What follows belongs to an exercise in optimizing a design on an open flow for small area, a short achievable clock period and few clock cycles; a production flow would make more cautious choices.
At most, simulation tests tie the RTL to the original design; equivalence was not proved.
The RTL of run 1 was laid out without a check of its function.
No activity file was given, so power comes from the tool's default toggle rates.

==> flow/design.v <==
`timescale 1ns/1ps
package mem_req_pkg;
    typedef logic [31:0] addr_t;
    typedef logic [31:0] word_t;
    typedef logic [3:0] tag_t;
    typedef logic [1:0] access_len_t;
    localparam access_len_t LEN_BYTE = 2'd0;
    localparam access_len_t LEN_HALF = 2'd1;
    localparam access_len_t LEN_WORD = 2'd3;
    typedef struct packed {
        addr_t       addr;
        access_len_t len;
        logic        sext;
        tag_t        tag;
    } load_req_t;
    typedef struct packed {
        addr_t       addr;
        word_t       data;
        access_len_t len;
    } store_req_t;
endpackage
`timescale 1ns/1ps
package icache_pkg;
    localparam int OFFSET_BITS = $clog2(8);
    localparam int INDEX_BITS = $clog2(16);
    localparam int TAG_BITS = 18 - INDEX_BITS - OFFSET_BITS;
    typedef logic [8*8-1:0] line_t;
    typedef logic [INDEX_BITS-1:0] index_t;
    typedef logic [TAG_BITS-1:0] cache_tag_t;
endpackage
`timescale 1ns/1ps
module mem_subsystem (
    input  logic        clk_in,
    input  logic        rst_in,
    input  logic        rdy_in,
    input  logic [31:0] fetch_addr,
    output logic        fetch_hit,
    output logic [31:0] fetch_inst,
    input  logic        ld_valid,
    input  logic [31:0] ld_addr,
    input  logic [1:0]  ld_len,
    input  logic        ld_sext,
    input  logic [3:0]  ld_tag_in,
    output logic        ld_full,
    output logic        ld_done,
    output logic [31:0] ld_data,
    output logic [3:0]  ld_tag,
    input  logic        st_valid,
    input  logic [31:0] st_addr,
    input  logic [31:0] st_data,
    input  logic [1:0]  st_len,
    output logic        st_full,
    output logic        st_done,
    input  logic        io_buffer_full,
    input  logic [7:0]  mem_din,
    output logic [7:0]  mem_dout,
    output logic [31:0] mem_a,
    output logic        mem_wr
);
    localparam logic [1:0] M_FETCH = 2'd0;
    localparam logic [1:0] M_LOAD  = 2'd1;
    localparam logic [1:0] M_STORE = 2'd2;
    logic [1:0]  mode;
    logic [15:0] ra;
    logic [2:0]  rb;
    logic        dv;       
    logic [23:0] w;
    logic [1:0]  k;        
    logic [1:0]  last;     
    logic        sext_q;
    logic        st_done_q;
    logic        io_ok;    
    logic        hr;       
    logic        fetch_mode;
    logic        st_io;
    logic        ld_acc;
    logic        st_acc;
    logic        acc;
    logic        wide;
    logic        match;
    logic        cap;
    logic        restart;
    logic [17:0] port_a;
    logic [2:0]  rb_next;
    logic [31:0] raw;
    assign fetch_mode = (mode == M_FETCH);
    assign st_io = (st_addr[17:16] == 2'b11);
    assign ld_full = !fetch_mode;
    assign st_full = !fetch_mode || ld_valid || (st_io && !io_ok);
    assign ld_acc = fetch_mode && ld_valid;
    assign st_acc = fetch_mode && st_valid && !ld_valid && (io_ok || !st_io);
    assign acc = ld_acc || st_acc;
    assign wide = ld_valid ? (ld_len != 2'd0) : (st_len != 2'd0);
    assign match = (fetch_addr[17:2] == ra);
    assign cap = dv && match;
    assign fetch_hit = hr && match;
    assign fetch_inst = {mem_din, w};
    assign restart = !match || (rb[2] && !dv);
    assign port_a = ld_acc ? ld_addr[17:0] : st_acc ? st_addr[17:0] : {ra + {15'd0, rb[2]}, rb[1:0]};
    assign rb_next = {1'b0, port_a[1:0]} + 3'd1;
    assign mem_a = {14'd0, port_a};
    assign mem_wr = (mode == M_STORE) || st_acc;
    assign mem_dout = fetch_mode ? st_data[7:0] : w[7:0];
    assign st_done = st_done_q;
    assign ld_done = (mode == M_LOAD) && (k == last);
    always_comb begin
        case (last)
            2'd0: raw = {{24{sext_q & mem_din[7]}}, mem_din};
            2'd1: raw = {{16{sext_q & mem_din[7]}}, mem_din, w[23:16]};
            default: raw = {mem_din, w};
        endcase
    end
    assign ld_data = raw;
    always_ff @(posedge clk_in) begin
        if (rdy_in) begin
            io_ok <= !io_buffer_full;
        end
    end
    always_ff @(posedge clk_in) begin
        if (rst_in) begin
            mode <= M_FETCH;
            dv <= 1'b0;
            hr <= 1'b0;
            st_done_q <= 1'b0;
            ra <= fetch_addr[17:2];
            rb <= 3'd0;
        end else if (rdy_in) begin
            st_done_q <= 1'b0;
            hr <= 1'b0;
            case (mode)
                M_FETCH: begin
                    if (cap && !rb[2]) begin
                        w <= {mem_din, w[23:8]};
                    end
                    if (acc) begin
                        dv <= 1'b0;
                        k <= 2'd0;
                        if (ld_acc) begin
                            mode <= M_LOAD;
                            last <= ld_len;
                            sext_q <= ld_sext;
                            ld_tag <= ld_tag_in;
                        end else if (wide) begin
                            mode <= M_STORE;
                            k <= 2'd1;
                            last <= st_len;
                            w <= st_data[31:8];
                        end else begin
                            st_done_q <= 1'b1;
                        end
                        if (wide) begin
                            ra <= port_a[17:2];
                            rb <= rb_next;
                        end
                    end else if (restart) begin
                        ra <= fetch_addr[17:2];
                        rb <= 3'd0;
                        dv <= 1'b0;
                    end else begin
                        ra <= port_a[17:2];
                        rb <= rb_next;
                        dv <= 1'b1;
                        hr <= (port_a[1:0] == 2'd3);
                    end
                end
                M_LOAD: begin
                    if (k == last) begin
                        mode <= M_FETCH;
                        if (restart) begin
                            ra <= fetch_addr[17:2];
                            rb <= 3'd0;
                            dv <= 1'b0;
                        end else begin
                            ra <= port_a[17:2];
                            rb <= rb_next;
                            dv <= 1'b1;
                            hr <= (port_a[1:0] == 2'd3);
                        end
                    end else begin
                        k <= k + 2'd1;
                        w <= {mem_din, w[23:8]};
                        if (k + 2'd1 == last) begin
                            ra <= fetch_addr[17:2];
                            rb <= 3'd0;
                        end else begin
                            ra <= port_a[17:2];
                            rb <= rb_next;
                        end
                    end
                end
                default: begin
                    if (k == last) begin
                        mode <= M_FETCH;
                        st_done_q <= 1'b1;
                        ra <= fetch_addr[17:2];
                        rb <= 3'd0;
                        dv <= 1'b0;
                    end else begin
                        k <= k + 2'd1;
                        w <= {8'd0, w[23:8]};
                        ra <= port_a[17:2];
                        rb <= rb_next;
                    end
                end
            endcase
        end
    end
endmodule
==> flow/flow/run.sh <==
#!/bin/bash
# Standard layout, with the port buffers made from the smallest buffer cell.
export BUFFER_PORTS_ARGS="-buffer_cell sky130_fd_sc_hd__buf_1"
bash standard.sh > standard.log 2>&1
==> flow/standard.sh <==
#!/bin/bash
# synth_recipe.tcl (not shown) runs the flow's synth.tcl, then flattens the netlist and writes it again
# the make line also repeats each setting of config.mk as NAME=value (left out here)
make -C /OpenROAD-flow-scripts/flow DESIGN_CONFIG=/design/flow/config.mk WORK_HOME=/design/flow/orfs CLKGATE_MAP_FILE= SYNTH_SCRIPT=/design/flow/synth_recipe.tcl "${@:-finish}"
==> flow/config.mk <==
export PLATFORM = sky130hd
export DESIGN_NAME = mem_subsystem
export DESIGN_NICKNAME = mem_subsystem
export VERILOG_FILES = /design/flow/design.v
export SDC_FILE = /design/flow/constraint.sdc
export NUM_CORES = 4
export LEC_CHECK = 0
export CAP_MARGIN = 20
export CORE_MARGIN = 2
export CORE_UTILIZATION = 40
export SETUP_SLACK_MARGIN = 3
export SLEW_MARGIN = 20
==> flow/constraint.sdc <==
create_clock -name core_clock -period 7.0 [get_ports {clk_in}]
set_input_delay 1.4000 -clock core_clock [delete_from_list [all_inputs] [get_ports {clk_in}]]
set_output_delay 1.4000 -clock core_clock [all_outputs]
set_load 0.01 [all_outputs]
==> results of run 1 <==
-- final timing paths --
path / startpoint / end / slack [ps] / cells after the start
setup / recovery: ld_valid / mem_a[9] / 2810 / 8
hold / removal: hr$_SDFFE_PP0P_ / hr$_SDFFE_PP0P_ / 470 / 2
setup reg to reg: rb[2]$_SDFFE_PP0P_ / ra[7]$_DFFE_PP_ / 3690 / 14
hold reg to reg: hr$_SDFFE_PP0P_ / hr$_SDFFE_PP0P_ / 470 / 2
-- cell type report --
| type | instances | area, um2 | share of cell area |
|---|---|---|---|
| Multi-Input combinational cell | 461 | 3223 | 0.4714 |
| Clock buffer | 9 | 225.2 | 0.03294 |
| Sequential cell | 58 | 1663 | 0.2432 |
| Clock inverter | 6 | 106.4 | 0.01556 |
| Inverter | 16 | 60.06 | 0.008785 |
| Tap cell | 168 | 210.2 | 0.03075 |
| Timing Repair Buffer | 265 | 1349 | 0.1973 |
-- timing repair --
item	CTS	global route
resized for setup	56	45
setup buffers	41	13
pin swaps	18	24
endpoints found under the setup margin	50	19
gates cloned	1	0
endpoints found under the hold margin	0	0
hold buffers	0	0
-- where the power goes --
| group | total (mW) | internal [mW] | switching, mW |
|---|---|---|---|
| Sequential | 0.462 | 0.416 | 0.0456 |
| Combinational | 0.464 | 0.204 | 0.261 |
| Clock | 0.508 | 0.344 | 0.164 |
| Total | 1.43 | 0.963 | 0.471 |
-- worst max-delay path: cells and delay by family --
family / cells / cell delay, ps
compound gates: 1 / 180
buf+inv: 4 / 570
simple gates: 3 / 640
-- state kept, by name, indices dropped and copies added, names as in the netlist, 2 cells and up --
register and flops:
last 2, ld_tag 4, w 24, mode 2
ra 16, rb 3, k 2
-- synthesized netlist by cell type (all sizes together) (7+ instances only) --
library cell  count  area, um2
clkbuf           24      91.33
nor4              9      116.4
o22ai            28      175.2
buf              35      245.2
a221o             7      70.07
a221oi           10      87.58
o21ai            47      235.2
dfxtp             8      160.2
nand2           117      439.2
a22o              9      78.83
inv              16      60.05
a2bb2oi          20      237.7
a21oi            16      95.10
nand3             8      40.04
nor2             33      123.9
o211ai            7      52.55
nor3             17      100.1
xor2             22      215.2
mux2              8      116.4
edfxtp           50       1501
mux2i            12      120.1
-- stage by stage --
stage                     cell area [um2]  instances  setup WS (ps)    util  hold slack (ps)
after floorplan                      5059        593           3025       -            440.6
after global placement               5752        913           2103  0.4749            452.7
after detailed placement             5752        913           2114  0.4749            457.7
after CTS                            6588        970           2816  0.5439            470.1
after global routing                 6837        983           2771  0.5645            490.2
final                                6837        983           2807  0.5645            472.8
-- cell families (layout without fill, tap and decap cells) --
| family | after synthesis | count (layout) |
|---|---|---|
| AOI/OAI and AO/OA | 179 | 179 |
| xor gates and xnor gates | 28 | 28 |
| adders and majority gates | 3 | 3 |
| buffers and inverters | 75 | 296 |
| DFF | 58 | 58 |
| muxes | 20 | 20 |
| other | 1 | 14 |
| and+or+nand+nor | 216 | 217 |
-- metal layers --
layer | GRT usage | routed length (um) | vias to the layer above
li1 | - | - | 2578
met1 | 0.3771 | 7839 | 2666
met2 | 0.4117 | 8746 | 377
met3 | 0.05544 | 1755 | 52
met4 | 0.08571 | 452 | 0
met5 | 0 | 0 | -
-- placed cells by master, fill, tap and decap left out, types with 7 or more instances in the layout --
cell type,netlist,final
a21oi_1,14,11
a221o_1,7,7
a221oi_1,10,10
a22o_1,9,9
a2bb2oi_1,10,10
a2bb2oi_2,10,10
buf_1,2,185
buf_2,7,12
buf_4,24,47
buf_6,2,15
clkbuf_16,0,9
conb_1,1,14
dfxtp_1,8,7
edfxtp_1,50,50
inv_1,15,15
mux2_4,7,8
mux2i_1,12,12
nand2_1,117,114
nor2_1,33,29
nor3_1,14,11
o211ai_1,7,7
o21ai_0,45,36
o22ai_1,28,25
xor2_1,19,17
==> results.py, run 1 <==
metrics = {
    "clock_tree": {
        "tritoncts": "done",
        "cts_root_buffer": "clkbuf_16",
        "clk_pin_slew_worst_paths_ps": 50,
        "clock-sinks": 58,
        "numCtsBuffers": 9,
        "htreeDepth": 3,
        "clk_path_buf_depth": 2,
        "insertion_delay_ps": 330,
    },
    "synthesis": {
        "synth_fa_ha_area_frac": 0.007521,
        "ys_warn_count": 1,
        "ys_seq_area_frac": 0.3329,
        "synthesis.area_um2": 4991,
        "ys.flop_type": "edfxtp_1",
        "synth_top_family_by_area": "compound AO/OA/AOI/OAI gates",
        "synthSimpleGateAreaFrac": 0.2116,
        "synth_xor_xnor_area_share": 0.05365,
        "synthMuxAreaShare": 0.04738,
        "synth_compound_area_frac": 0.2667,
        "syn_area_per_cell_um2": 8.605,
        "synth_edf_count": 50,
        "ys_seq_elements": 58,
        "ys_async_sr_fraction": 0,
        "synthCells": 580,
        "synth_cell_types": 73,
    },
    "global_routing": {
        "grt_pass1_vias": 5000,
        "grt_max_degree": 46,
        "grt_use_total": 0.2672,
        "antenna_found_initial": 0,
        "grt.overflow.total": 0,
        "grt_pass1_wl_um": 27370,
    },
    "sta": {
        "report.final.setup_viol": 0,
        "worstMarginPinSlew_ps": 1095,
        "slew_viol_final": 0,
        "period_needed_ps": 4193,
        "hold_viol_final": 0,
        "finalSetupTns_ps": 0,
        "rsz0062_at_grt": "yes",
        "fin_worst_skew_ps": 5.110,
        "slew_headroom": 0.2703,
        "period_share": 0.5990,
        "max_freq_mhz": 238.5,
    },
    "floorplanning": {
        "dieArea_um2": 13390,
        "die_w_um": 115.7,
        "chipHeight_um": 115.7,
        "coreArea_um2": 12110,
        "initial_utilization": 0.4121,
        "num_rows": 40,
        "io_pins": 265,
    },
    "cells_and_area": {
        "drive_gt1_frac": 0.2086,
        "layout.nets": 965,
        "area_delta_synth_final_pct": 36.98,
        "fillers": 1118,
        "antenna_cells": 0,
    },
    "setup_path": {
        "crit_path_max_incr_delay_ps": 350,
        "end_kind": "output pin",
        "required_ps": 5600,
        "critPathSlowestCell": "or3_4",
        "path_cells": "buf_12 -> or3_4 -> buf_6 -> nor3_4 -> buf_4 -> nor3_2 -> o21ai_2 -> buf_2",
        "critPathLaunchType": "input pin",
        "crit_type": "in2out",
        "worstPathMaxFanout": 4,
        "arrival_ps": 2790,
    },
    "place": {
        "hpwl_um": 12780,
        "gp_congestion": 0.9284,
        "io_buffers": 206,
    },
    "routing": {
        "wl_um": 18790,
        "wl_per_cell_um": 19.12,
        "drtIter0Drc": 594,
        "drtAntennaViolNets": 0,
        "vias": 5673,
        "avgViaCountPerCell": 5.771,
        "drc_errors": 0,
        "drt_first_pass_iters": 5,
    },
    "outcome": {
        "status": "timing/DRC/antenna clean",
    },
    "job": {
        "max-cap-violations": 0,
    },
    "power": {
        "p_leak_nw": 2.653,
        "power_mw": 1.434,
        "ir_worst_vdd_v": 0.0001245,
        "p_per_area_nw_per_um2": 209.7,
    },
    "min_path": {
        "min_path_type": "reg2reg",
    },
}
==> run 2: changes to the inputs <==
--- a/flow/design.v
+++ b/flow/design.v
@@ -72,3 +72,2 @@
     logic        io_ok;    
-    logic        hr;       
     logic        fetch_mode;
@@ -95,3 +94,3 @@
     assign cap = dv && match;
-    assign fetch_hit = hr && match;
+    assign fetch_hit = fetch_mode && cap && rb[2];
     assign fetch_inst = {mem_din, w};
@@ -122,3 +121,2 @@
             dv <= 1'b0;
-            hr <= 1'b0;
             st_done_q <= 1'b0;
@@ -128,3 +126,2 @@
             st_done_q <= 1'b0;
-            hr <= 1'b0;
             case (mode)
@@ -162,3 +159,2 @@
                         dv <= 1'b1;
-                        hr <= (port_a[1:0] == 2'd3);
                     end
@@ -176,3 +172,2 @@
                             dv <= 1'b1;
-                            hr <= (port_a[1:0] == 2'd3);
                         end
--- a/flow/config.mk
+++ b/flow/config.mk
@@ -10,3 +10,3 @@
 export CORE_UTILIZATION = 40
-export SETUP_SLACK_MARGIN = 3
+export SETUP_SLACK_MARGIN = 4
 export SLEW_MARGIN = 20
==> run 2 against run 1 <==
Net effect:
- global-route usage increased by 0.67 points
- first-iteration DRC count down 16%
- flip-flop and latch count shrank 1
- routed wire length decreased by 3.5%
- sequential share of layout area fell by 1.8 points
- worst setup slack better by 72 ps
- largest power group is now combinational cells
- highest routed layer unchanged
==> results.py, run 2 <==
metrics = {
    "routing": {
        "routed-wl-met3_um": 1543,
        "drt_first_pass_iters": 5,
        "drtAntennaViolNets": 0,
        "vias": 5254,
        "avgViaCountPerCell": 5.767,
        "wl_per_cell_um": 19.90,
        "top_layer_used": "met4",
        "wl_um": 18130,
        "drtIter0Drc": 501,
        "drc_errors": 0,
        "wl_met2_um": 8919,
        "wl_met1_um": 7231,
    },
    "global_routing": {
        "grt_use_total": 0.2740,
        "grt_max_degree": 46,
        "grt_pass1_wl_um": 24890,
        "antenna_found_initial": 0,
        "grt_pass1_vias": 4660,
        "grt.overflow.total": 0,
    },
    "clock_tree": {
        "insertion_delay_ps": 340,
        "tritoncts": "done",
        "postCtsHoldBufs": 0,
        "clk_pin_slew_worst_paths_ps": 70,
        "clock-sinks": 57,
        "clk_path_buf_depth": 2,
        "htreeDepth": 3,
        "cts_root_buffer": "clkbuf_8",
        "numCtsBuffers": 9,
    },
    "setup_path": {
        "end_kind": "output pin",
        "arrival_ps": 2720,
        "critPathLaunchType": "input pin",
        "critPathSlowestCell": "or4b_1",
        "crit_type": "in2out",
        "required_ps": 5600,
        "r2r_cells": 9,
        "r2r_slack_ps": 4140,
        "path_cells": "buf_8 -> nand3b_1 -> a21oi_4 -> or4b_1 -> and3_4 -> inv_2 -> buf_6",
        "worstPathMaxFanout": 4,
        "crit_path_max_incr_delay_ps": 450,
    },
    "floorplanning": {
        "chipHeight_um": 109.7,
        "dieArea_um2": 12040,
        "coreArea_um2": 10890,
        "initial_utilization": 0.4107,
        "io_pins": 265,
        "num_rows": 38,
        "die_w_um": 109.7,
    },
    "sta": {
        "hold_viol_final": 0,
        "finalSetupTns_ps": 0,
        "max_freq_mhz": 242.6,
        "slew_headroom": 0.4629,
        "report.final.setup_viol": 0,
        "setup_ws_ps": 2879,
        "period_needed_ps": 4121,
        "worstMarginPinSlew_ps": 805.7,
        "rsz0062_at_grt": "yes",
        "fin_worst_skew_ps": 13.29,
        "slew_viol_final": 0,
        "period_share": 0.5888,
    },
    "synthesis": {
        "syn_area_per_cell_um2": 8.962,
        "yosys.area.top_type_share": 0.3358,
        "synth_edf_count": 50,
        "yosysTopAreaCell": "edfxtp_1",
        "synthesis.area_um2": 4472,
        "synth_cell_types": 58,
        "synth.top_cells.by_count": "nand2_1 (93), edfxtp_1 (50), o21ai_0 (27)",
        "synth.most_common_cell": "nand2_1",
        "ys_warn_count": 1,
        "ys.flop_type": "edfxtp_1",
        "ys_seq_area_frac": 0.3671,
        "synthTopCellsByArea": "edfxtp_1 (34%), nand2_1 (7.8%), xor2_1 (4.7%)",
        "ys_async_sr_fraction": 0,
        "synthCells": 499,
        "ys_seq_elements": 57,
    },
    "cells_and_area": {
        "layout_commonest_cell": "buf_1",
        "layout.nets": 920,
        "largest_register_ffs": 24,
        "largest_register": "w",
        "fin_cells": 911,
        "area_delta_synth_final_pct": 63.57,
        "final_cell_mix": "buf_1 (125), nand2_1 (73), buf_6 (55)",
        "reg_top3": "w x24, ra x16, ld_tag x4",
        "stdcell_area_um2": 7315,
        "drive_gt1_frac": 0.3891,
        "antenna_cells": 0,
    },
    "place": {
        "io_buffers": 206,
        "place_ws_ps": 2081,
        "dpl_cell_area_um2": 5475,
        "dp.cells": 813,
        "hpwl_um": 11130,
        "gp_congestion": 0.8923,
    },
    "min_path": {
        "hold_path_depth": 2,
        "min_path_type": "reg2reg",
    },
    "power": {
        "p_seq_frac": 0.372,
        "p_switching_mw": 0.4388,
        "clockPowerShare": 0.224,
        "p_per_area_nw_per_um2": 166.2,
        "ir_worst_vdd_v": 0.0001559,
        "p_leak_nw": 2.951,
        "internal_power_mw": 0.7767,
        "swShare": 0.3610,
        "comb_power_share": 0.404,
    },
    "outcome": {
        "status": "timing/DRC/antenna clean",
    },
    "job": {
        "max-cap-violations": 0,
    },
}
==> run 2: cell types whose count changed in the layout (fill, tap and decap cells not counted), moves of 10 or more <==
cell / previous run / this run
a2bb2oi_1: 10 / 0
buf_2: 12 / 39
buf_1: 185 / 125
o21ai_0: 36 / 4
nand2_4: 1 / 18
nand2_1: 114 / 73
nor2_1: 29 / 17
o22ai_1: 25 / 1
nand2b_1: 2 / 16
a221o_1: 7 / 17
buf_6: 15 / 55
a2bb2oi_2: 10 / 0
==> run 2: power groups by stage <==
stage	registers, mW	logic, mW	clock network (mW)
floorplan	0.444	0.246	0
global placement	0.454	0.334	0
detailed placement	0.455	0.339	0
CTS	0.448	0.408	0.274
global route	0.455	0.524	0.289
finish	0.452	0.492	0.272
==> run 2: worst max-delay path: cells and delay by family <==
| kind | cells | cell delay (ps) |
|---|---|---|
| AND/OR/NAND/NOR | 3 | 850 |
| AO/OA/AOI/OAI | 1 | 260 |
| buffers and inverters | 3 | 220 |
==> run 2: cell families after synthesis <==
group | count (synthesis) | synth area share
buffers and inverters | 65 | 0.08338
adder cells (fa/ha/maj) | 3 | 0.008395
AO/OA/AOI/OAI | 119 | 0.2009
flip-flops | 57 | 0.3671
XOR/XNOR | 34 | 0.06659
AND/OR/NAND/NOR | 194 | 0.2096
multiplexers | 26 | 0.06323
other | 1 | 0.0008386
==> run 2: timing repair <==
item	4_1_cts	5_1_grt
gates cloned	4	1
gates resized for setup	163	119
pin swaps	17	41
endpoints found under the setup margin	135	129
buffers inserted	35	42
==> run 2: area by class of cell <==
class                      instances  area (um2)
tap                              140       175.2
multi-input combinational        394        3291
clock buffer                      10       127.6
timing repair buffer             290        1979
clock inverter                     6       35.03
sequential                        57        1650
fill                             875        3573
inverter                          14       56.30
==> run 2: worst paths after layout <==
| kind | startpoint | end |
|---|---|---|
| max reg2reg | ra[3]$_DFFE_PP_ | w[20]$_DFFE_PP_ |
| max | st_addr[16] | mem_a[17] |
| min | rb[1]$_SDFFE_PP0P_ | rb[1]$_SDFFE_PP0P_ |
| min reg2reg | rb[1]$_SDFFE_PP0P_ | rb[1]$_SDFFE_PP0P_ |
==> run 2: per-stage QoR <==
stage                     power, mW  hold WS (ps)  utilization
after floorplan              0.6903         460.2            -
after global placement       0.7884         473.3       0.5029
after detailed placement     0.7939         485.4       0.5029
after CTS                     1.129         495.6       0.5966
after global routing          1.268         522.1       0.6718
final                         1.215         498.2       0.6718
==> run 2: metal layers <==
metal	GRT usage	vias to the layer above
met1	0.3743	2529
met4	0.08228	0
met5	0	-
met3	0.03794	45
met2	0.4502	327
li1	-	2353
Testbench counts of run 2, summed over its fixed seeds: cycles 24,672.
==> run 3: changes to the inputs <==
--- a/flow/config.mk
+++ b/flow/config.mk
@@ -10,3 +10,3 @@
 export CORE_UTILIZATION = 40
-export SETUP_SLACK_MARGIN = 4
+export SETUP_SLACK_MARGIN = 2.5
 export SLEW_MARGIN = 20
==> run 3 against run 2 <==
Net effect:
- still clean
- via count down 10%
- critical path depth did not move
- sequential power barely moved
- clock skew fell by 6.3 ps
- sequential share of layout area increased by 7.3 points
- register-to-register slack worse by 490 ps
- combinational power decreased by 36%
- fmax fell by 6.8%
- global-route usage is 3.1 points lower
- synthesized area did not move
- first-iteration DRC count down 21%
- critical path type unchanged
- largest power group is now sequential cells
- highest routed layer unchanged
==> results.py, run 3 <==
metrics = {
    "outcome": {
        "status": "timing/DRC/antenna clean",
    },
    "synthesis": {
        "synth.top_cells.by_count": "nand2_1 (93), edfxtp_1 (50), o21ai_0 (27)",
        "ys_seq_elements": 57,
        "synth_compound_area_frac": 0.2009,
        "synth_xor_xnor_area_share": 0.06659,
        "yosysTopAreaCell": "edfxtp_1",
        "yosys.area.top_type_share": 0.3358,
        "ys.flop_type": "edfxtp_1",
        "synth_cell_types": 58,
        "ys_warn_count": 1,
        "synthSimpleGateAreaFrac": 0.2096,
        "synthesis.area_um2": 4472,
        "ys_seq_area_frac": 0.3671,
        "synthTopCellsByArea": "edfxtp_1 (34%), nand2_1 (7.8%), xor2_1 (4.7%)",
        "synth_top_family_by_area": "simple AND/OR/NAND/NOR gates",
        "synthMuxAreaShare": 0.06323,
        "ys_async_sr_fraction": 0,
        "synthCells": 499,
        "synth.most_common_cell": "nand2_1",
        "syn_area_per_cell_um2": 8.962,
        "synth_edf_count": 50,
        "synth_fa_ha_area_frac": 0.008394,
    },
    "cells_and_area": {
        "antenna_cells": 0,
        "layout_commonest_cell": "buf_1",
        "register_area_um2": 1642,
        "largest_register_ffs": 24,
        "reg_top3": "w x24, ra x16, ld_tag x4",
        "fillers": 1071,
        "fin_cells": 834,
        "drive_gt1_frac": 0.07349,
        "area_delta_synth_final_pct": 23.11,
        "layout.nets": 843,
        "final_cell_mix": "buf_1 (206), nand2_1 (92), edfxtp_1 (50)",
        "multi_input_comb_area_um2": 2556,
        "largest_register": "w",
    },
    "global_routing": {
        "grt_max_degree": 46,
        "grt_use_total": 0.2427,
        "grt-busiest-layer": "met2",
        "use_met1": 0.2930,
        "gr-usage-met2": 0.4242,
        "antenna_found_initial": 0,
        "met3_usage": 0.05691,
        "grt_pass1_wl_um": 22020,
        "grt_pass1_vias": 4167,
        "grt.overflow.total": 0,
    },
    "setup_path": {
        "r2r_cells": 5,
        "endpoint": "mem_a[17]",
        "worstPathMaxFanout": 7,
        "critPathLaunchType": "input pin",
        "crit_top_cell": "buf_1",
        "timing.rr.end": "w[2]$_DFFE_PP_",
        "end_kind": "output pin",
        "critPathSlowestCell": "or4b_1",
        "crit_path_max_incr_delay_ps": 450,
        "required_ps": 5600,
        "r2r_slack_ps": 3650,
        "arrival_ps": 3020,
        "path_cells": "buf_1 -> nand3b_1 -> a21oi_4 -> or4b_1 -> and3_1 -> inv_1 -> buf_1",
        "setup.worst_path.start": "st_addr[17]",
        "crit_type": "in2out",
        "worst_r2r_startpoint": "mode[1]$_SDFFE_PP0P_",
    },
    "clock_tree": {
        "clock-sinks": 57,
        "htreeDepth": 3,
        "clk_pin_slew_worst_paths_ps": 70,
        "tritoncts": "done",
        "numCtsBuffers": 9,
        "cts_root_buffer": "clkbuf_8",
        "postCtsHoldBufs": 0,
        "clk_path_buf_depth": 2,
        "insertion_delay_ps": 350,
    },
    "floorplanning": {
        "chipHeight_um": 109.7,
        "die_w_um": 109.7,
        "num_rows": 38,
        "dieArea_um2": 12040,
        "io_pins": 265,
        "initial_utilization": 0.4107,
        "coreArea_um2": 10890,
    },
    "sta": {
        "finalSetupTns_ps": 0,
        "setup_ws_ps": 2579,
        "slew_headroom": 0.2992,
        "rsz0062_at_grt": "yes",
        "period_share": 0.6315,
        "hold_viol_final": 0,
        "period_needed_ps": 4421,
        "report.final.setup_viol": 0,
        "max_freq_mhz": 226.2,
        "worstMarginPinSlew_ps": 1051,
        "whs_ps": 490.9,
        "slew_viol_final": 0,
        "fin_worst_skew_ps": 7.013,
    },
    "routing": {
        "wl_um": 15210,
        "drtIter0Drc": 394,
        "drc_errors": 0,
        "drt_first_pass_iters": 7,
        "wl_per_cell_um": 18.24,
        "vias": 4706,
        "drtAntennaViolNets": 0,
        "avgViaCountPerCell": 5.643,
    },
    "place": {
        "io_buffers": 206,
        "gp_congestion": 0.9130,
        "hpwl_um": 11370,
        "dp.cells": 813,
        "place_ws_ps": 2116,
    },
    "min_path": {
        "min_path_type": "reg2reg",
    },
    "power": {
        "power_mw": 1.115,
        "p_per_area_nw_per_um2": 202.6,
        "ir_worst_vdd_v": 0.00009935,
        "p_leak_nw": 2.041,
    },
    "job": {
        "max-cap-violations": 0,
    },
}
==> run 3: final cells by class <==
type | instances | share of cell area
multi-input combinational | 390 | 0.4643
sequential | 57 | 0.2982
timing repair buffer | 217 | 0.1561
tap | 140 | 0.03182
clock buffer | 11 | 0.02568
clock inverter | 5 | 0.01432
inverter | 14 | 0.009545
==> run 3: report_power, final <==
group / leakage, nW / switching (mW) / internal [mW]
Combinational: 1.39 / 0.189 / 0.126
Clock: 0.113 / 0.141 / 0.209
Sequential: 0.537 / 0.0411 / 0.409
==> run 3: timing repair <==
item / in CTS / in global routing
buffers inserted: 0 / 5
resized for setup: 3 / 9
endpoints found under the setup margin: 12 / 17
pin swaps: 0 / 3
==> run 3: critical path: cells and delay by family <==
family	cells	cell delay [ps]
compound gates	1	280
simple gates	3	1010
buf+inv	3	330
==> run 3: cells by family after synthesis <==
logic type / count (synthesis)
AOI/OAI and AO/OA: 119
xor gates and xnor gates: 34
adders and majority gates: 3
buffers and inverters: 65
DFF: 57
muxes: 26
other: 1
and+or+nand+nor: 194
==> run 3: routing by layer <==
metal  share of wire  up-vias
li1                -     2201
met4           0.023        0
met3           0.091       30
met1            0.40     2217
met2            0.48      258
met5               0        -
==> run 3: how the worst min path moves through the flow <==
stage / from / endpoint / slack, ps / depth (start not counted)
2_1_floorplan: rb[0]$_SDFFE_PP0P_ / rb[0]$_SDFFE_PP0P_ / 440 / 2
3_3_place_gp: rb[0]$_SDFFE_PP0P_ / rb[0]$_SDFFE_PP0P_ / 450 / 2
3_5_place_dp: rb[0]$_SDFFE_PP0P_ / rb[0]$_SDFFE_PP0P_ / 470 / 2
4_1_cts: rb[0]$_SDFFE_PP0P_ / rb[0]$_SDFFE_PP0P_ / 490 / 2
5_1_grt: rb[0]$_SDFFE_PP0P_ / rb[0]$_SDFFE_PP0P_ / 530 / 2
6_report: rb[0]$_SDFFE_PP0P_ / rb[0]$_SDFFE_PP0P_ / 490 / 2
==> run 3: through the flow <==
stage	cell area [um2]	util
5_1_grt	5505	0.5056
4_1_cts	5430	0.4987
3_5_place_dp	5204	0.4779
2_1_floorplan	4521	-
3_3_place_gp	5204	0.4779
6_report	5505	0.5056
==> run 4: changes to the inputs <==
--- a/flow/config.mk
+++ b/flow/config.mk
@@ -10,3 +10,3 @@
 export CORE_UTILIZATION = 40
-export SETUP_SLACK_MARGIN = 2.5
+export SETUP_SLACK_MARGIN = 2
 export SLEW_MARGIN = 20
==> run 4 against run 3 <==
Net effect:
- die area unchanged
- first-iteration DRC count decreased by 15%
- via count decreased by 1.5%
- still clean
==> results.py, run 4 <==
metrics = {
    "outcome": {
        "status": "timing/DRC/antenna clean",
    },
    "sta": {
        "period_share": 0.6666,
        "finalSetupTns_ps": 0,
        "period_needed_ps": 4666,
        "hold_viol_final": 0,
        "rsz0062_at_grt": "no",
        "slew_viol_final": 0,
        "whs_ps": 488.6,
        "setup_ws_ps": 2334,
        "slew_headroom": 0.2900,
        "fin_worst_skew_ps": 5.491,
        "report.final.setup_viol": 0,
        "worstMarginPinSlew_ps": 1065,
        "max_freq_mhz": 214.3,
    },
    "floorplanning": {
        "dieArea_um2": 12040,
        "initial_utilization": 0.4107,
        "coreArea_um2": 10890,
        "die_w_um": 109.7,
        "num_rows": 38,
        "chipHeight_um": 109.7,
        "io_pins": 265,
    },
    "setup_path": {
        "crit_top_cell": "buf_1",
        "worstPathMaxFanout": 10,
        "required_ps": 5600,
        "arrival_ps": 3270,
        "critPathSlowestCell": "nor2_1",
        "path_cells": "buf_1 -> nand3b_1 -> nand2_1 -> nor2_1 -> a22oi_1 -> o21ai_0 -> buf_1",
        "crit_path_max_incr_delay_ps": 550,
        "worst_r2r_startpoint": "mode[1]$_SDFFE_PP0P_",
        "timing.rr.end": "w[2]$_DFFE_PP_",
        "r2r_slack_ps": 3730,
        "end_kind": "output pin",
        "critPathLaunchType": "input pin",
        "r2r_cells": 5,
        "crit_type": "in2out",
    },
    "power": {
        "ir_worst_vdd_v": 0.00009906,
        "swShare": 0.3320,
        "p_per_area_nw_per_um2": 204.4,
        "p_switching_mw": 0.3684,
        "clockPowerShare": 0.316,
        "p_seq_frac": 0.406,
        "p_leak_nw": 2.011,
        "internal_power_mw": 0.7412,
        "comb_power_share": 0.278,
    },
    "synthesis": {
        "syn_area_per_cell_um2": 8.962,
        "synth_compound_area_frac": 0.2009,
        "synthSimpleGateAreaFrac": 0.2096,
        "synth_xor_xnor_area_share": 0.06659,
        "ys_warn_count": 1,
        "synth.top_cells.by_count": "nand2_1 (93), edfxtp_1 (50), o21ai_0 (27)",
        "synthTopCellsByArea": "edfxtp_1 (34%), nand2_1 (7.8%), xor2_1 (4.7%)",
        "synthCells": 499,
        "ys_seq_elements": 57,
        "synth_top_family_by_area": "simple AND/OR/NAND/NOR gates",
        "synth_fa_ha_area_frac": 0.008394,
        "synthesis.area_um2": 4472,
        "yosys.area.top_type_share": 0.3358,
        "synth.most_common_cell": "nand2_1",
        "synth_edf_count": 50,
        "yosysTopAreaCell": "edfxtp_1",
        "ys_seq_area_frac": 0.3671,
        "synth_cell_types": 58,
        "ys_async_sr_fraction": 0,
        "ys.flop_type": "edfxtp_1",
        "synthMuxAreaShare": 0.06323,
    },
    "job": {
        "max-cap-violations": 0,
    },
    "min_path": {
        "min_from": "rb[0]$_SDFFE_PP0P_",
        "min_path_type": "reg2reg",
        "hold_path_depth": 2,
        "holdPathEnd": "rb[0]$_SDFFE_PP0P_",
    },
    "routing": {
        "drtAntennaViolNets": 0,
        "drt_first_pass_iters": 5,
        "wl_per_cell_um": 18.31,
        "drtIter0Drc": 333,
        "wl_um": 15180,
        "drc_errors": 0,
        "avgViaCountPerCell": 5.590,
        "vias": 4634,
    },
    "cells_and_area": {
        "area_delta_synth_final_pct": 21.38,
        "largest_register_ffs": 24,
        "fillers": 1075,
        "layout.nets": 838,
        "largest_register": "w",
        "final_cell_mix": "buf_1 (206), nand2_1 (93), edfxtp_1 (50)",
        "reg_top3": "w x24, ra x16, ld_tag x4",
        "drive_gt1_frac": 0.05951,
        "antenna_cells": 0,
        "layout_commonest_cell": "buf_1",
    },
    "place": {
        "gp_congestion": 0.9130,
        "hpwl_um": 11370,
        "place_ws_ps": 2116,
        "io_buffers": 206,
    },
    "clock_tree": {
        "postCtsHoldBufs": 0,
        "clk_path_buf_depth": 2,
        "numCtsBuffers": 9,
        "htreeDepth": 3,
        "cts_root_buffer": "clkbuf_8",
        "clock-sinks": 57,
        "insertion_delay_ps": 350,
        "clk_pin_slew_worst_paths_ps": 70,
        "tritoncts": "done",
    },
    "global_routing": {
        "grt.overflow.total": 0,
        "antenna_found_initial": 0,
        "grt_max_degree": 46,
        "grt_pass1_wl_um": 22020,
        "grt_pass1_vias": 4167,
        "grt_use_total": 0.2427,
    },
}
## run 4: cell type report
type	count	area [um2]	share of cell area
well taps	140	175.2	0.03227
multi-input cells	390	2520	0.4643
clock buffers	11	141.4	0.02605
flip-flops and latches	57	1642	0.3024
clock inverters	5	78.83	0.01452
repair buffers	212	818.3	0.1508
inverters	14	52.55	0.009682
## run 4: how the worst max path moves through the flow
stage	depth (start not counted)	from	to	slack [ps]
floorplan	7	ld_valid	mem_a[17]	2910
global placement	8	ld_valid	mem_a[17]	2150
finish	7	st_addr[17]	mem_a[5]	2330
CTS	8	ld_valid	mem_a[17]	2120
global route	7	st_addr[17]	mem_a[5]	2140
detailed placement	8	ld_valid	mem_a[17]	2120
## run 4: stage by stage
step           std cells    util  total power [mW]  instance area, um2
3_3_place_gp         813  0.4779            0.7569                5204
2_1_floorplan        512       -            0.6555                4521
3_5_place_dp         813  0.4779            0.7620                5204
5_1_grt              829  0.4985             1.164                5428
4_1_cts              829  0.4982             1.112                5424
6_report             829  0.4985             1.110                5428
## run 4: critical path, delay by kind of cell
family | cells | cell delay (ps)
AO/OA/AOI/OAI | 2 | 390
AND/OR/NAND/NOR | 3 | 1190
buffers and inverters | 2 | 290
## run 4: power groups by stage
| stage | clock, mW | sequential [mW] | combinational (mW) |
|---|---|---|---|
| after CTS | 0.356 | 0.449 | 0.307 |
| after floorplan | 0 | 0.444 | 0.211 |
| after global routing | 0.368 | 0.454 | 0.342 |
| final | 0.351 | 0.450 | 0.308 |
| after detailed placement | 0 | 0.456 | 0.306 |
| after global placement | 0 | 0.455 | 0.302 |
## run 4: per-layer routing
metal / global-route usage / vias to the layer above / part of all wire
met5: 0 / - / 0
met4: 0.07957 / 0 / 0.019
met3: 0.05691 / 22 / 0.083
met2: 0.4242 / 237 / 0.49
met1: 0.2930 / 2189 / 0.41
li1: - / 2186 / -
## run 4: timing repair
action                     CTS  global route
gates resized for setup      0             1
setup endpoints to repair    0             1
setup buffers                0             0
## run 4: cell families (layout without fill, tap and decap cells)
| family | count (synthesis) | count (layout) |
|---|---|---|
| simple gates | 194 | 194 |
| compound gates | 119 | 119 |
| buf+inv | 65 | 242 |
| flops | 57 | 57 |
| xor+xnor | 34 | 34 |
| mux | 26 | 26 |
| fa+ha+maj | 3 | 3 |
| other cells | 1 | 14 |
==> run 5: changes to the inputs <==
--- a/flow/config.mk
+++ b/flow/config.mk
@@ -10,3 +10,3 @@
 export CORE_UTILIZATION = 40
-export SETUP_SLACK_MARGIN = 2
+export SETUP_SLACK_MARGIN = 3.25
 export SLEW_MARGIN = 20
==> run 5 against run 4 <==
Net effect:
- flip-flop and latch count is the same
- first-iteration DRC count grew 81%
- clock-buffer cell count shrank 1
- critical path depth grew 1
- power grew 8.6%
- global-route usage grew 2.3 points
- non-clock buffer count grew 50
==> results.py, run 5 <==
metrics = {
    "floorplanning": {
        "chipHeight_um": 109.7,
        "die_w_um": 109.7,
        "io_pins": 265,
        "initial_utilization": 0.4107,
        "coreArea_um2": 10890,
        "dieArea_um2": 12040,
        "num_rows": 38,
    },
    "synthesis": {
        "ys.flop_type": "edfxtp_1",
        "yosysTopAreaCell": "edfxtp_1",
        "syn_area_per_cell_um2": 8.962,
        "synthesis.area_um2": 4472,
        "ys_seq_elements": 57,
        "synth_cell_types": 58,
        "synth.most_common_cell": "nand2_1",
        "synth.top_cells.by_count": "nand2_1 (93), edfxtp_1 (50), o21ai_0 (27)",
        "yosys.area.top_type_share": 0.3358,
        "ys_warn_count": 1,
        "ys_seq_area_frac": 0.3671,
        "synthCells": 499,
        "ys_async_sr_fraction": 0,
        "synthTopCellsByArea": "edfxtp_1 (34%), nand2_1 (7.8%), xor2_1 (4.7%)",
        "synth_edf_count": 50,
    },
    "power": {
        "p_per_area_nw_per_um2": 192.0,
        "p_leak_nw": 2.418,
        "ir_worst_vdd_v": 0.0001023,
    },
    "routing": {
        "wl_met2_um": 7755,
        "routed-wl-met3_um": 1555,
        "avgViaCountPerCell": 5.696,
        "wl_um": 16650,
        "drc_errors": 0,
        "top_layer_used": "met4",
        "drtIter0Drc": 602,
        "drt_first_pass_iters": 6,
        "vias": 5018,
        "drtAntennaViolNets": 0,
        "wl_per_cell_um": 18.89,
        "wl_met1_um": 6950,
    },
    "clock_tree": {
        "clock-sinks": 57,
        "numCtsBuffers": 9,
        "clk_path_buf_depth": 2,
        "insertion_delay_ps": 360,
        "tritoncts": "done",
        "cts_root_buffer": "clkbuf_8",
        "clk_pin_slew_worst_paths_ps": 70,
        "htreeDepth": 3,
    },
    "global_routing": {
        "grt_max_degree": 46,
        "grt.overflow.total": 0,
        "grt_pass1_vias": 4390,
        "grt_use_total": 0.2661,
        "grt_pass1_wl_um": 24000,
        "antenna_found_initial": 0,
    },
    "sta": {
        "rsz0062_at_grt": "yes",
        "worstMarginPinSlew_ps": 916.4,
        "report.final.setup_viol": 0,
        "fin_worst_skew_ps": 14.74,
        "slew_headroom": 0.3862,
        "setup_ws_ps": 2871,
        "slew_viol_final": 0,
        "max_freq_mhz": 242.2,
        "hold_viol_final": 0,
        "period_needed_ps": 4129,
        "period_share": 0.5899,
        "finalSetupTns_ps": 0,
    },
    "cells_and_area": {
        "final_cell_mix": "buf_1 (182), nand2_1 (90), edfxtp_1 (50)",
        "largest_register": "w",
        "layout.nets": 890,
        "antenna_cells": 0,
        "drive_gt1_frac": 0.2159,
        "area_delta_synth_final_pct": 40.32,
        "layout_commonest_cell": "buf_1",
        "reg_top3": "w x24, ra x16, ld_tag x4",
        "largest_register_ffs": 24,
    },
    "setup_path": {
        "end_kind": "output pin",
        "worstPathMaxFanout": 2,
        "critPathLaunchType": "input pin",
        "crit_type": "in2out",
        "arrival_ps": 2730,
        "required_ps": 5600,
        "path_cells": "buf_1 -> buf_6 -> nor3b_4 -> a21oi_4 -> or4b_1 -> and3_4 -> inv_2 -> buf_6",
        "critPathSlowestCell": "or4b_1",
        "crit_top_cell": "buf_6",
        "r2r_slack_ps": 3890,
        "crit_path_max_incr_delay_ps": 460,
    },
    "outcome": {
        "status": "timing/DRC/antenna clean",
    },
    "job": {
        "max-cap-violations": 0,
    },
    "min_path": {
        "min_path_type": "reg2reg",
    },
    "place": {
        "place_ws_ps": 2006,
        "io_buffers": 206,
        "hpwl_um": 11040,
        "gp_congestion": 0.9171,
    },
}
==> run 5: what timing repair did <==
| action | in CTS | in global routing |
|---|---|---|
| cloned | 3 | 0 |
| setup buffers | 36 | 12 |
| gates resized for setup | 63 | 47 |
| endpoints found under the hold margin | 0 | 0 |
| endpoints found under the setup margin | 58 | 71 |
| pin swaps | 17 | 27 |
| hold buffers | 0 | 0 |
==> run 5: worst paths after layout <==
| path | startpoint | to | cells after the start |
|---|---|---|---|
| min | rb[1]$_SDFFE_PP0P_ | rb[1]$_SDFFE_PP0P_ | 2 |
| min reg2reg | rb[1]$_SDFFE_PP0P_ | rb[1]$_SDFFE_PP0P_ | 2 |
| max | ld_valid | mem_a[17] | 8 |
| max reg2reg | mode[1]$_SDFFE_PP0P_ | w[8]$_DFFE_PP_ | 5 |
==> run 5: through the flow <==
step	util	cells	power [mW]	hold WS, ps	area, um2
floorplan	-	512	0.6617	440.6	4572
global route	0.5763	881	1.259	529.8	6275
global placement	0.4806	814	0.7607	455.1	5233
finish	0.5763	881	1.205	488.9	6275
detailed placement	0.4806	814	0.7651	476.4	5233
CTS	0.5519	869	1.167	487.6	6010
==> run 5: critical path, delay by kind of cell <==
| family | cells | cell delay [ps] |
|---|---|---|
| AO/OA/AOI/OAI | 1 | 190 |
| buffers and inverters | 4 | 340 |
| AND/OR/NAND/NOR | 3 | 800 |
==> run 5: where the power goes <==
group	total (mW)	internal (mW)	leakage, nW	switching, mW
clock	0.349	0.199	0.106	0.151
combinational	0.406	0.185	1.78	0.221
sequential	0.449	0.409	0.537	0.0403
==> run 5: area by class of cell <==
type / instances / area (um2)
flip-flops and latches: 57 / 1642
clock buffers: 10 / 127.6
inverters: 14 / 56.30
well taps: 140 / 175.2
repair buffers: 262 / 1398
repair inverters: 1 / 7.507
clock inverters: 6 / 82.58
fillers: 985 / 4613
multi-input cells: 391 / 2786
==> run 5: metal layers <==
layer | vias up | GRT usage
li1 | 2294 | -
met1 | 2370 | 0.3615
met2 | 314 | 0.4180
met3 | 40 | 0.05809
met4 | 0 | 0.09132
met5 | - | 0
==> run 5: cells by family after synthesis <==
group / share of synthesized area
AOI/OAI and AO/OA: 0.2009
xor gates and xnor gates: 0.06659
adders and majority gates: 0.008395
buffers and inverters: 0.08338
DFF: 0.3671
muxes: 0.06323
other: 0.0008386
and+or+nand+nor: 0.2096
==> run 6: changes to the inputs <==
--- a/flow/config.mk
+++ b/flow/config.mk
@@ -10,3 +10,3 @@
 export CORE_UTILIZATION = 40
-export SETUP_SLACK_MARGIN = 3.25
+export SETUP_SLACK_MARGIN = 3.5
 export SLEW_MARGIN = 20
==> run 6 against run 5 <==
Net effect:
- still clean
- flip-flop and latch count unchanged
- cell count is 0.45% higher
- fmax is 0.10% lower
- global-route usage rose by 0.14 points
- clock-buffer cell count unchanged
- worst setup slack worse by 4.3 ps
- cell area is 6.6% higher
==> results.py, run 6 <==
metrics = {
    "synthesis": {
        "synth_edf_count": 50,
        "ys_seq_area_frac": 0.3671,
        "synthSimpleGateAreaFrac": 0.2096,
        "synthTopCellsByArea": "edfxtp_1 (34%), nand2_1 (7.8%), xor2_1 (4.7%)",
        "synthMuxAreaShare": 0.06323,
        "ys.flop_type": "edfxtp_1",
        "yosys.area.top_type_share": 0.3358,
        "ys_async_sr_fraction": 0,
        "synth_xor_xnor_area_share": 0.06659,
        "synthCells": 499,
        "synthesis.area_um2": 4472,
        "ys_seq_elements": 57,
        "synth_fa_ha_area_frac": 0.008394,
        "synth_top_family_by_area": "simple AND/OR/NAND/NOR gates",
        "synth_compound_area_frac": 0.2009,
        "synth_cell_types": 58,
        "ys_warn_count": 1,
        "yosysTopAreaCell": "edfxtp_1",
        "synth.most_common_cell": "nand2_1",
        "syn_area_per_cell_um2": 8.962,
        "synth.top_cells.by_count": "nand2_1 (93), edfxtp_1 (50), o21ai_0 (27)",
    },
    "power": {
        "p_per_area_nw_per_um2": 180.2,
        "p_leak_nw": 2.606,
        "ir_worst_vdd_v": 0.00008984,
    },
    "job": {
        "max-cap-violations": 0,
    },
    "cells_and_area": {
        "antenna_cells": 0,
        "reg_top3": "w x24, ra x16, ld_tag x4",
        "stdcell_area_um2": 6689,
        "layout_commonest_cell": "buf_1",
        "drive_gt1_frac": 0.2940,
        "final_cell_mix": "buf_1 (152), nand2_1 (74), edfxtp_1 (50)",
        "largest_register": "w",
        "area_delta_synth_final_pct": 49.58,
        "largest_register_ffs": 24,
        "layout.nets": 894,
    },
    "clock_tree": {
        "cts_root_buffer": "clkbuf_8",
        "clock-sinks": 57,
        "numCtsBuffers": 9,
        "postCtsHoldBufs": 0,
        "clk_pin_slew_worst_paths_ps": 70,
        "htreeDepth": 3,
        "clk_path_buf_depth": 2,
        "insertion_delay_ps": 350,
        "tritoncts": "done",
    },
    "setup_path": {
        "end_kind": "output pin",
        "worst_r2r_startpoint": "last[1]$_DFFE_PP_",
        "arrival_ps": 2730,
        "timing.rr.end": "ra[7]$_DFFE_PP_",
        "critPathBufInv": 4,
        "required_ps": 5600,
        "r2r_slack_ps": 4010,
        "setup.worst_path.start": "ld_valid",
        "r2r_cells": 7,
        "path_cells": "buf_6 -> buf_6 -> nor3b_4 -> a21oi_4 -> or4b_1 -> and3_4 -> inv_2 -> buf_6",
        "crit_type": "in2out",
        "crit_top_cell": "buf_6",
        "crit_path_max_incr_delay_ps": 440,
        "critPathSlowestCell": "or4b_1",
        "critPathTopFamily": "simple AND/OR/NAND/NOR gates",
        "endpoint": "mem_a[17]",
        "crit_cells": 8,
        "worstPathMaxFanout": 4,
        "critPathLaunchType": "input pin",
    },
    "routing": {
        "avgViaCountPerCell": 5.732,
        "wl_um": 17460,
        "drtAntennaViolNets": 0,
        "wl_per_cell_um": 19.73,
        "drc_errors": 0,
        "drt_first_pass_iters": 5,
        "vias": 5073,
        "drtIter0Drc": 431,
    },
    "place": {
        "hpwl_um": 11310,
        "gp_congestion": 0.9118,
        "dpl_cell_area_um2": 5298,
        "io_buffers": 206,
    },
    "floorplanning": {
        "num_rows": 38,
        "coreArea_um2": 10890,
        "chipHeight_um": 109.7,
        "io_pins": 265,
        "initial_utilization": 0.4107,
        "die_w_um": 109.7,
        "dieArea_um2": 12040,
    },
    "global_routing": {
        "grt_pass1_wl_um": 24180,
        "antenna_found_initial": 0,
        "grt_max_degree": 46,
        "grt_use_total": 0.2675,
        "grt.overflow.total": 0,
        "grt_pass1_vias": 4600,
    },
    "sta": {
        "period_needed_ps": 4134,
        "worstMarginPinSlew_ps": 1132,
        "rsz0062_at_grt": "yes",
        "slew_viol_final": 0,
        "finalSetupTns_ps": 0,
        "fin_worst_skew_ps": 10.19,
        "hold_viol_final": 0,
        "period_share": 0.5905,
        "slew_headroom": 0.2392,
        "max_freq_mhz": 241.9,
        "report.final.setup_viol": 0,
    },
    "outcome": {
        "status": "timing/DRC/antenna clean",
    },
    "min_path": {
        "min_path_type": "reg2reg",
    },
}
[run 6: cell counts after synthesis]
No cell type changed its count.
[run 6: where the power goes]
group	switching (mW)	total, mW	internal, mW	leakage [nW]
combinational	0.240	0.448	0.208	1.98
sequential	0.0381	0.447	0.409	0.537
clock	0.148	0.310	0.162	0.0897
[run 6: layout make-up]
type | count | area [um2]
fill | 920 | 4199
sequential | 57 | 1643
clock inverter | 6 | 58.81
inverter | 14 | 60.06
timing repair inverter | 1 | 7.507
tap | 140 | 175.2
multi-input combinational | 390 | 2975
clock buffer | 10 | 127.6
timing repair buffer | 267 | 1642
[run 6: routing by layer]
layer	GRT usage	wire [um]
met2	0.4854	9033
met5	0	0
met4	0.1338	653
met3	0.04683	1451
met1	0.2992	6325
[run 6: worst min-delay path by stage]
stage / from / endpoint / depth (start not counted) / slack (ps)
6_report: rb[1]$_SDFFE_PP0P_ / rb[1]$_SDFFE_PP0P_ / 2 / 520
2_1_floorplan: rb[0]$_SDFFE_PP0P_ / rb[0]$_SDFFE_PP0P_ / 2 / 460
4_1_cts: rb[1]$_SDFFE_PP0P_ / rb[1]$_SDFFE_PP0P_ / 2 / 520
5_1_grt: rb[1]$_SDFFE_PP0P_ / rb[1]$_SDFFE_PP0P_ / 2 / 550
3_5_place_dp: rb[1]$_SDFFE_PP0P_ / rb[1]$_SDFFE_PP0P_ / 2 / 490
3_3_place_gp: rb[0]$_SDFFE_PP0P_ / rb[0]$_SDFFE_PP0P_ / 2 / 480
[run 6: stage by stage]
stage	utilization	std cells	worst slack [ps]	power, mW	hold slack (ps)
floorplan	-	512	3119	0.6729	460.2
global placement	0.4866	812	2149	0.7714	475.6
detailed placement	0.4866	812	2152	0.7765	485.8
CTS	0.5661	864	2908	1.153	517.9
global route	0.6143	885	2819	1.264	546.2
finish	0.6143	885	2866	1.205	515.6
[run 6: logic make-up (layout without fill, tap and decap cells)]
| family | Yosys count | count (layout) |
|---|---|---|
| other | 1 | 14 |
| flip-flops | 57 | 57 |
| multiplexers | 26 | 26 |
| adder cells (fa/ha/maj) | 3 | 3 |
| AO/OA/AOI/OAI | 119 | 119 |
| buffers and inverters | 65 | 298 |
| XOR/XNOR | 34 | 34 |
| AND/OR/NAND/NOR | 194 | 194 |
[run 6: timing repair]
| action | 4_1_cts | 5_1_grt |
|---|---|---|
| pin swaps | 16 | 16 |
| setup buffers | 33 | 20 |
| resized for setup | 106 | 107 |
| gates cloned | 3 | 1 |
| setup endpoints to repair | 111 | 79 |
[run 6: worst reg2reg max path, cell delays in order (launching register included)]
cell	delay [ps]
edfxtp_1	320
buf_4	370
xor2_1	210
nor3_1	940
a221o_1	350
a211oi_4	50
buf_12	170
mux2_1	320
==> run 7: changes to the inputs <==
--- a/flow/config.mk
+++ b/flow/config.mk
@@ -10,3 +10,3 @@
 export CORE_UTILIZATION = 40
-export SETUP_SLACK_MARGIN = 3.5
+export SETUP_SLACK_MARGIN = 3
 export SLEW_MARGIN = 20
==> run 7 against run 6 <==
Net effect:
- still clean
- register-to-register slack worse by 220 ps
- worst setup slack better by 88 ps
- power decreased by 11%
- core utilization is 8.4 points lower
- routed wire length decreased by 10%
- cell count shrank 4.3%
- hold slack worse by 37 ps
- critical endpoint unchanged
- largest cell class unchanged
- highest routed layer unchanged
==> results.py, run 7 <==
metrics = {
    "outcome": {
        "status": "timing/DRC/antenna clean",
    },
    "routing": {
        "drc_errors": 0,
        "wl_per_cell_um": 18.54,
        "avgViaCountPerCell": 5.694,
        "drtAntennaViolNets": 0,
        "drt_first_pass_iters": 6,
        "vias": 4823,
        "wl_um": 15700,
        "drtIter0Drc": 363,
    },
    "sta": {
        "worstMarginPinSlew_ps": 917.6,
        "rsz0062_at_grt": "yes",
        "period_share": 0.5779,
        "period_needed_ps": 4045,
        "report.final.setup_viol": 0,
        "slew_headroom": 0.3863,
        "max_freq_mhz": 247.2,
        "slew_viol_final": 0,
        "fin_worst_skew_ps": 12.79,
        "finalSetupTns_ps": 0,
        "hold_viol_final": 0,
    },
    "setup_path": {
        "timing.rr.end": "ra[4]$_DFFE_PP_",
        "end_kind": "output pin",
        "worstPathMaxFanout": 4,
        "path_cells": "buf_6 -> nand3b_1 -> buf_6 -> a21oi_4 -> or4b_1 -> and3_4 -> inv_2 -> buf_6",
        "critPathLaunchType": "input pin",
        "required_ps": 5600,
        "r2r_slack_ps": 3790,
        "r2r_cells": 6,
        "crit_top_cell": "buf_6",
        "crit_type": "in2out",
        "crit_path_max_incr_delay_ps": 440,
        "arrival_ps": 2650,
        "critPathSlowestCell": "or4b_1",
        "worst_r2r_startpoint": "last[1]$_DFFE_PP_",
    },
    "synthesis": {
        "synthCells": 499,
        "yosysTopAreaCell": "edfxtp_1",
        "ys_seq_elements": 57,
        "ys_warn_count": 1,
        "ys_seq_area_frac": 0.3671,
        "syn_area_per_cell_um2": 8.962,
        "synthTopCellsByArea": "edfxtp_1 (34%), nand2_1 (7.8%), xor2_1 (4.7%)",
        "ys.flop_type": "edfxtp_1",
        "synth_cell_types": 58,
        "synthesis.area_um2": 4472,
        "synth.most_common_cell": "nand2_1",
        "yosys.area.top_type_share": 0.3358,
        "synth_edf_count": 50,
        "synth.top_cells.by_count": "nand2_1 (93), edfxtp_1 (50), o21ai_0 (27)",
        "ys_async_sr_fraction": 0,
    },
    "floorplanning": {
        "io_pins": 265,
        "chipHeight_um": 109.7,
        "die_w_um": 109.7,
        "num_rows": 38,
        "initial_utilization": 0.4107,
        "dieArea_um2": 12040,
        "coreArea_um2": 10890,
    },
    "job": {
        "max-cap-violations": 0,
    },
    "min_path": {
        "hold_path_depth": 2,
        "holdPathEnd": "rb[1]$_SDFFE_PP0P_",
        "min_from": "rb[1]$_SDFFE_PP0P_",
        "min_path_type": "reg2reg",
    },
    "cells_and_area": {
        "multi_input_comb_area_um2": 2681,
        "fin_cells": 847,
        "largest_register_ffs": 24,
        "area_delta_synth_final_pct": 29.04,
        "final_cell_mix": "buf_1 (189), nand2_1 (92), edfxtp_1 (50)",
        "drive_gt1_frac": 0.1400,
        "layout.nets": 857,
        "largest_register": "w",
        "reg_top3": "w x24, ra x16, ld_tag x4",
        "fillers": 1086,
        "antenna_cells": 0,
        "register_area_um2": 1643,
        "layout_commonest_cell": "buf_1",
    },
    "clock_tree": {
        "postCtsHoldBufs": 0,
        "clk_pin_slew_worst_paths_ps": 60,
        "insertion_delay_ps": 350,
        "clock-sinks": 57,
        "tritoncts": "done",
        "clk_path_buf_depth": 2,
        "numCtsBuffers": 9,
        "htreeDepth": 3,
        "cts_root_buffer": "clkbuf_8",
    },
    "power": {
        "power_mw": 1.069,
        "p_per_area_nw_per_um2": 185.2,
        "ir_worst_vdd_v": 0.0001310,
        "p_leak_nw": 2.147,
    },
    "place": {
        "gp_congestion": 0.8461,
        "dp.cells": 812,
        "io_buffers": 206,
        "hpwl_um": 11170,
    },
    "global_routing": {
        "grt_pass1_vias": 4361,
        "grt_use_total": 0.2525,
        "grt_pass1_wl_um": 22990,
        "grt.overflow.total": 0,
        "antenna_found_initial": 0,
        "grt_max_degree": 45,
    },
}
[run 7: cell counts after synthesis]
No cell type changed its count.
[run 7: area by class of cell]
type,instances,area share
multi-input cells,390,0.4647
inverters,14,0.009757
flip-flops and latches,57,0.2847
well taps,140,0.03036
clock buffers,9,0.02147
repair buffers,230,0.1819
repair inverters,1,0.0008673
clock inverters,6,0.006288
[run 7: stage by stage]
step	utilization	hold WS, ps	cell area, um2	setup slack [ps]
after detailed placement	0.4778	474.0	5202	1669
after floorplan	-	440.6	4528	3039
final	0.5300	478.8	5771	2955
after global placement	0.4778	450.8	5202	1680
after CTS	0.5165	485.7	5624	2785
after global routing	0.5300	498.1	5771	2907
[run 7: worst max-delay path by stage]
stage / depth (start not counted) / start / end
2_1_floorplan: 6 / ld_valid / mem_a[7]
3_3_place_gp: 7 / ld_valid / mem_a[17]
3_5_place_dp: 7 / ld_valid / mem_a[17]
4_1_cts: 8 / st_addr[17] / mem_a[17]
5_1_grt: 8 / st_addr[16] / mem_a[17]
6_report: 8 / st_addr[16] / mem_a[17]
[run 7: cell families after synthesis]
kind of cell,share of synthesized area
compound gates,0.2009
xor+xnor,0.06659
fa+ha+maj,0.008395
buf+inv,0.08338
flops,0.3671
mux,0.06323
other cells,0.0008386
simple gates,0.2096
[run 7: per-layer routing]
layer / part of all wire / track usage / vias to the layer above
met5: 0 / 0 / -
met4: 0.019 / 0.07776 / 0
met3: 0.087 / 0.05157 / 29
met2: 0.48 / 0.4264 / 252
met1: 0.41 / 0.3241 / 2316
li1: - / - / 2226
[run 7: worst max-delay path, delay by kind of cell]
family                 cells  cell delay [ps]
and+or+nand+nor            3              720
buffers and inverters      4              380
AOI/OAI and AO/OA          1              130
[run 7: timing repair]
| action | CTS | global route |
|---|---|---|
| gates resized for setup | 41 | 39 |
| pin swaps | 7 | 6 |
| buffers inserted | 14 | 5 |
| setup endpoints to repair | 60 | 19 |
| gates cloned | 1 | 0 |
| hold endpoints to repair | 0 | 0 |
[run 7: power by group]
part	leakage (nW)	total [mW]	internal, mW	switching [mW]
clock	0.0745	0.269	0.124	0.146
combinational	1.54	0.349	0.148	0.202
sequential	0.537	0.450	0.409	0.0408
==> run 8: changes to the inputs <==
--- a/flow/config.mk
+++ b/flow/config.mk
@@ -9,3 +9,3 @@
 export CORE_MARGIN = 2
-export CORE_UTILIZATION = 40
+export CORE_UTILIZATION = 60
 export SETUP_SLACK_MARGIN = 3
==> run 8 against run 7 <==
Net effect:
- global-route usage up 9.7 points
- first-iteration DRC count up 1.4%
- clock power up 13%
- cell area up 0.41%
- power up 4.2%
- non-clock buffer count down 2
- hold slack better by 5.5 ps
- critical endpoint unchanged
- combinational power up 3%
- synthesized cell count unchanged
==> results.py, run 8 <==
metrics = {
    "outcome": {
        "status": "timing/DRC/antenna clean",
    },
    "sta": {
        "worstMarginPinSlew_ps": 1061,
        "slew_headroom": 0.2875,
        "finalSetupTns_ps": 0,
        "setup_ws_ps": 2896,
        "hold_viol_final": 0,
        "whs_ps": 484.2,
        "report.final.setup_viol": 0,
        "rsz0062_at_grt": "yes",
        "period_share": 0.5863,
        "max_freq_mhz": 243.7,
        "fin_worst_skew_ps": 10.74,
        "slew_viol_final": 0,
        "period_needed_ps": 4104,
    },
    "synthesis": {
        "synth.most_common_cell": "nand2_1",
        "ys.flop_type": "edfxtp_1",
        "syn_area_per_cell_um2": 8.962,
        "ys_seq_elements": 57,
        "synthCells": 499,
        "ys_seq_area_frac": 0.3671,
        "synth_edf_count": 50,
        "ys_async_sr_fraction": 0,
        "yosysTopAreaCell": "edfxtp_1",
        "synth.top_cells.by_count": "nand2_1 (93), edfxtp_1 (50), o21ai_0 (27)",
        "synthTopCellsByArea": "edfxtp_1 (34%), nand2_1 (7.8%), xor2_1 (4.7%)",
        "yosys.area.top_type_share": 0.3358,
        "ys_warn_count": 1,
        "synth_cell_types": 58,
        "synthesis.area_um2": 4472,
    },
    "setup_path": {
        "r2r_cells": 6,
        "worst_r2r_startpoint": "mode[1]$_SDFFE_PP0P_",
        "critPathLaunchType": "input pin",
        "worstPathMaxFanout": 4,
        "r2r_slack_ps": 3570,
        "arrival_ps": 2700,
        "setup.worst_path.start": "st_addr[17]",
        "end_kind": "output pin",
        "timing.rr.end": "w[11]$_DFFE_PP_",
        "required_ps": 5600,
        "endpoint": "mem_a[17]",
        "crit_type": "in2out",
    },
    "clock_tree": {
        "htreeDepth": 3,
        "cts_root_buffer": "clkbuf_8",
        "clock-sinks": 57,
        "clk_path_buf_depth": 2,
        "numCtsBuffers": 9,
        "insertion_delay_ps": 340,
        "tritoncts": "done",
        "clk_pin_slew_worst_paths_ps": 60,
    },
    "routing": {
        "top_layer_used": "met4",
        "drt_first_pass_iters": 5,
        "wl_per_cell_um": 18.72,
        "wl_met1_um": 5475,
        "drtIter0Drc": 368,
        "drc_errors": 0,
        "drtAntennaViolNets": 0,
        "routed-wl-met3_um": 1311,
        "wl_um": 15070,
        "wl_met2_um": 7693,
        "avgViaCountPerCell": 6.122,
        "vias": 4928,
    },
    "place": {
        "place_ws_ps": 1820,
        "dpl_cell_area_um2": 5136,
        "hpwl_um": 10220,
        "gp_congestion": 0.9063,
        "io_buffers": 206,
    },
    "floorplanning": {
        "coreArea_um2": 7253,
        "io_pins": 265,
        "chipHeight_um": 90.33,
        "num_rows": 31,
        "dieArea_um2": 8160,
        "die_w_um": 90.33,
        "initial_utilization": 0.6165,
    },
    "power": {
        "p_per_area_nw_per_um2": 192.2,
        "ir_worst_vdd_v": 0.0001331,
        "power_mw": 1.114,
        "p_leak_nw": 2.206,
    },
    "cells_and_area": {
        "fillers": 509,
        "area_delta_synth_final_pct": 29.57,
        "drive_gt1_frac": 0.1586,
        "layout_commonest_cell": "buf_1",
        "final_cell_mix": "buf_1 (182), nand2_1 (92), edfxtp_1 (50)",
        "largest_register_ffs": 24,
        "layout.nets": 855,
        "largest_register": "w",
        "antenna_cells": 0,
        "stdcell_area_um2": 5794,
        "reg_top3": "w x24, ra x16, ld_tag x4",
    },
    "global_routing": {
        "grt_use_total": 0.3491,
        "grt_max_degree": 46,
        "antenna_found_initial": 0,
        "grt.overflow.total": 0,
        "grt_pass1_vias": 4624,
        "grt_pass1_wl_um": 22830,
    },
    "job": {
        "max-cap-violations": 0,
    },
    "min_path": {
        "min_path_type": "reg2reg",
        "min_from": "rb[1]$_SDFFE_PP0P_",
    },
}
==> run 8: area by class of cell <==
type / instances / area, um2 / area share
Multi-Input combinational cell: 390 / 2749 / 0.4744
Sequential cell: 57 / 1642 / 0.2833
Timing Repair Buffer: 228 / 1032 / 0.1781
Clock buffer: 10 / 127.6 / 0.02203
Tap cell: 99 / 123.9 / 0.02138
Clock inverter: 6 / 58.81 / 0.01015
Inverter: 14 / 56.30 / 0.009717
Timing Repair inverter: 1 / 5.005 / 0.0008637
==> run 8: repair_timing <==
action                                 CTS  global route
endpoints found under the hold margin    0             0
setup buffers                           10             9
hold buffers                             0             0
resized for setup                       55            46
pin swaps                                8            14
setup endpoints to repair               55            36
cloned                                   1             0
==> run 8: where the power goes <==
| group | internal (mW) | switching (mW) |
|---|---|---|
| Clock | 0.162 | 0.143 |
| Sequential | 0.409 | 0.0416 |
| Combinational | 0.150 | 0.208 |
| Total | 0.722 | 0.392 |
==> run 8: critical path: stages <==
cell	delay (ps)
buf_8	70
nand3b_1	210
a21oi_4	200
or4b_4	480
and3_4	180
inv_1	50
buf_2	120
==> run 8: kinds of logic after synthesis <==
| kind of cell | count (synthesis) | share of synthesized area |
|---|---|---|
| xor+xnor | 34 | 0.06659 |
| simple gates | 194 | 0.2096 |
| mux | 26 | 0.06323 |
| buf+inv | 65 | 0.08338 |
| flops | 57 | 0.3671 |
| fa+ha+maj | 3 | 0.008395 |
| other cells | 1 | 0.0008386 |
| compound gates | 119 | 0.2009 |
==> run 8: per-layer routing <==
metal / track usage / vias up
li1: - / 2212
met1: 0.4209 / 2314
met2: 0.6090 / 347
met3: 0.05092 / 55
met4: 0.1756 / 0
met5: 0 / -
==> run 8: worst min path at each step <==
stage | end | slack, ps | cells after the start
after floorplan | rb[0]$_SDFFE_PP0P_ | 440 | 2
after global placement | rb[0]$_SDFFE_PP0P_ | 460 | 2
after detailed placement | rb[1]$_SDFFE_PP0P_ | 470 | 2
after CTS | rb[1]$_SDFFE_PP0P_ | 480 | 2
after global routing | rb[1]$_SDFFE_PP0P_ | 510 | 2
final | rb[1]$_SDFFE_PP0P_ | 480 | 2
==> run 8: through the flow <==
stage,util,instances
floorplan,-,512
global placement,0.7081,769
detailed placement,0.7081,769
CTS,0.7706,796
global route,0.7989,805
finish,0.7989,805

static timing again, ports no longer ideal:
No port has a modelled driver above. Below, the same layouts with a new extraction and two added sets of constraints.
Step 1 assumes that a clkbuf_16 drives the clock port and a buf_2 every other input.
Step 2 also shifts input and output timing later by t, the mid clock arrival at the registers, as if the neighbouring blocks saw the same clock.
a / b / c = ideal ports / drivers / drivers and shift; a / b = the first two.
run	shift t [ns]	setup slack, ns
run 1	0.369	2.807 / 2.754 / 2.754
run 2	0.371	2.879 / 2.826 / 2.826
run 3	0.381	2.579 / 2.550 / 2.392
run 4	0.380	2.334 / 2.314 / 2.314
run 5	0.391	2.871 / 2.845 / 2.845
run 6	0.377	2.866 / 2.828 / 2.828
run 7	0.378	2.955 / 2.903 / 2.794
run 8	0.366	2.896 / 2.847 / 2.847
After both steps every run listed still meets setup and hold.
